Background: an optimization exercise with open tools, aiming at small area. Do not read the settings as production practice. Only simulation tests tie the RTL to the original design; equivalence was not proved. No activity file was given, so power comes from the tool's default toggle rates.

Design alu_rs_cluster, start of the top module:
module alu_rs_cluster #(
    parameter int NUM_ENTRIES = 8    
) (
    input  wire               clk_in,
    input  wire               rst_in,
    input  wire               rdy_in,       
    input  wire               flush,
    input  wire               dispatch_valid,
    input  wire [3:0]         dispatch_op,
    input  wire [alu_rs_pkg::TAG_W-1:0]   dispatch_tag,
    input  wire               src1_ready,
    input  wire [alu_rs_pkg::TAG_W-1:0]   src1_tag,
    input  wire [alu_rs_pkg::XLEN-1:0]    src1_value,
    input  wire               src2_ready,
    input  wire [alu_rs_pkg::TAG_W-1:0]   src2_tag,
    input  wire [alu_rs_pkg::XLEN-1:0]    src2_value,
    output logic              full,
    output logic              result_valid,
    output logic [alu_rs_pkg::TAG_W-1:0]  result_tag,
    output logic [alu_rs_pkg::XLEN-1:0]   result_value
);
Size in the first run: about 4000 cells after synthesis, ~650 flip-flops, about 130 I/O pins, ~33000 um^2 of cells after synthesis.
Settings: LEC_CHECK=0, CAP_MARGIN=10, CORE_MARGIN=2, CORE_UTILIZATION=60, SLEW_MARGIN=10; clock period 6.0 ns.
standard.sh (not shown) runs the stock make flow with config.mk's settings and CLKGATE_MAP_FILE= SYNTH_SCRIPT=/design/flow/synth_recipe.tcl, a recipe that flattens the netlist after the stock synthesis.
==> flow/flow/run.sh <==
#!/bin/bash
# Own layout flow: the standard ORFS flow (standard.sh, unchanged
# synthesis, floorplan, power grid and tap cells), with two changes:
#  - the port buffers are the smallest buffer cell;
#  - CTS builds larger sink clusters and inserts no dummy loads.
# Each call's full output goes to a log file in the work folder.
set -euo pipefail

CTS="-sink_clustering_enable -repair_clock_nets -dont_use_dummy_load"
CTS="$CTS -sink_clustering_size ${RS_CTS_SIZE:-32} -sink_clustering_max_diameter ${RS_CTS_DIAM:-80}"
CTS="$CTS -buf_list sky130_fd_sc_hd__clkbuf_16"

bash standard.sh \
    "BUFFER_PORTS_ARGS=-buffer_cell sky130_fd_sc_hd__buf_1" \
    "CTS_ARGS=$CTS" \
    finish > flow_make.log 2>&1
The baseline completed with no timing, DRC or antenna violations.
Change:
--- a/flow/flow/run.sh
+++ b/flow/flow/run.sh
@@ -8,5 +8,5 @@
 
 CTS="-sink_clustering_enable -repair_clock_nets -dont_use_dummy_load"
-CTS="$CTS -sink_clustering_size ${RS_CTS_SIZE:-32} -sink_clustering_max_diameter ${RS_CTS_DIAM:-80}"
+CTS="$CTS -sink_clustering_size ${RS_CTS_SIZE:-24} -sink_clustering_max_diameter ${RS_CTS_DIAM:-80}"
 CTS="$CTS -buf_list sky130_fd_sc_hd__clkbuf_16"
 
- CAP_MARGIN: 10 -> 20
- CORE_UTILIZATION: 60 -> 40
- SLEW_MARGIN: 10 -> 20
Setup slack degrades by 0.0046 ns.
Final cell count goes up by 8.7%.
Sequential power goes down by about 2%.
Die area goes up by 49%.
Area after synthesis is unchanged.
Routed wire length goes down by 0.42%.
Fmax is about the same.
Clock skew goes down by 0.024 ns.
Global-route usage goes down by 17 points.
Critical path depth does not change.

========
alu_rs_cluster, a different RTL version from the one above (not shown whole).
For scale: ~3400 cells after synthesis, ~31000 um2 of cells after synthesis.
==> flow/config.mk <==
export PLATFORM = sky130hd
export DESIGN_NAME = alu_rs_cluster
export DESIGN_NICKNAME = alu_rs_cluster
export VERILOG_FILES = /design/flow/design.v
export SDC_FILE = /design/flow/constraint.sdc
export NUM_CORES = 4
export LEC_CHECK = 0
export CAP_MARGIN = 10
export CORE_MARGIN = 2
export CORE_UTILIZATION = 50
export SLEW_MARGIN = 10
==> flow/constraint.sdc <==
create_clock -name core_clock -period 6.0 [get_ports {clk_in}]
set_input_delay 1.2000 -clock core_clock [delete_from_list [all_inputs] [get_ports {clk_in}]]
set_output_delay 1.2000 -clock core_clock [all_outputs]
set_load 0.01 [all_outputs]
==> flow/flow/run.sh <==
#!/bin/bash
# Own layout flow: the standard ORFS flow (standard.sh, unchanged
# synthesis, floorplan, power grid and tap cells), with two changes:
#  - the port buffers are the smallest buffer cell;
#  - CTS builds larger sink clusters and inserts no dummy loads.
# Each call's full output goes to a log file in the work folder.
set -euo pipefail

CTS="-sink_clustering_enable -repair_clock_nets -dont_use_dummy_load"
CTS="$CTS -sink_clustering_size ${RS_CTS_SIZE:-32} -sink_clustering_max_diameter ${RS_CTS_DIAM:-100}"
CTS="$CTS -buf_list sky130_fd_sc_hd__clkbuf_16"

bash standard.sh \
    "BUFFER_PORTS_ARGS=-buffer_cell sky130_fd_sc_hd__buf_1" \
    "CTS_ARGS=$CTS" \
    finish > flow_make.log 2>&1
The first run went through all stages and came out clean.
Rerun with:
--- a/flow/flow/run.sh
+++ b/flow/flow/run.sh
@@ -10 +10 @@
-CTS="$CTS -sink_clustering_size ${RS_CTS_SIZE:-32} -sink_clustering_max_diameter ${RS_CTS_DIAM:-100}"
+CTS="$CTS -sink_clustering_size ${RS_CTS_SIZE:-28} -sink_clustering_max_diameter ${RS_CTS_DIAM:-80}"
- CORE_UTILIZATION: 50 -> 60
- PLACE_DENSITY: not set -> 0.8
=> The new run passed the timing, DRC and antenna checks. Setup slack got worse by 81 ps. Via count climbs by about 2.1%. Total power grows by about 1.7%. Die area drops by about 16%.
Rerun with:
- CAP_MARGIN: 10 -> 0
- PLACE_DENSITY: 0.8 -> not set
- SLEW_MARGIN: 10 -> 0
The changed run went through all stages and came out clean; via count stays flat; sequential power is about the same; routed wire length goes down slightly; worst setup slack got worse by 38 ps; sequential cell count stays the same; worst hold slack is about the same.
Rerun with:
- CAP_MARGIN: 0 -> 10
- CORE_UTILIZATION: 60 -> 50
- PLACE_DENSITY: not set -> 0.9
- SLEW_MARGIN: 0 -> 10
- final cell count increases by a few percent
- worst setup slack improves by 68 ps
- combinational power increases slightly
- first-iteration DRC count increases by about a fifth
- routed wire length decreases by a little under a tenth
- final area decreases slightly
Rerun with:
- PLACE_DENSITY: 0.9 -> 0.75
Outcome: Cell count barely changes; setup slack is about the same; design area barely changes; sequential power barely changes; clock power rose by about 4%; wire length rose by 3.6%; utilization is about the same; clock-buffer cell count rose by 1; synthesized area stays the same.

re-timing with driven ports:
The results above use ideal ports. As a check the final layouts listed here were re-extracted and re-timed, cells and wires unchanged. Step 1 (the two cells are an assumption about what drives the block):
set clk [get_ports {clk_in}]
set_driving_cell -lib_cell sky130_fd_sc_hd__clkbuf_16 $clk
set_driving_cell -lib_cell sky130_fd_sc_hd__buf_2 [delete_from_list [all_inputs] $clk]
Step 2 times the ports against the registers' clock, not the clock port: input delays grow and output delays shrink by t, the midpoint of the rising clock arrivals with the driver on. Slacks: ideal ports / drivers / drivers and shift; pairs: ideal ports / drivers.
| run | t, ns | setup WS [ns] | worst setup path at the end | clock arrival spread, ns | worst slew at a driven data input, ns |
|---|---|---|---|---|---|
| the first run of note 1 | 0.651 | 0.487 / 0.487 / 0.487 | register to register | 0.085 / 0.085 | 0.16 |
| the second run of note 1 | 0.651 | 0.483 / 0.483 / 0.483 | register to register | 0.077 / 0.077 | 0.20 |
| the first run of note 2 | 0.699 | 0.344 / 0.344 / 0.344 | register to register | 0.129 / 0.129 | 0.13 |
| the second run of note 2 | 0.644 | 0.263 / 0.263 / 0.263 | register to register | 0.106 / 0.106 | 0.12 |
| the third run of note 2 | 0.619 | 0.225 / 0.225 / 0.225 | register to register | 0.106 / 0.107 | 0.14 |
| the fourth run of note 2 | 0.681 | 0.292 / 0.292 / 0.292 | register to register | 0.085 / 0.086 | 0.24 |
| the fifth run of note 2 | 0.691 | 0.293 / 0.293 / 0.293 | register to register | 0.076 / 0.075 | 0.13 |
After both steps every run listed still meets setup and hold.
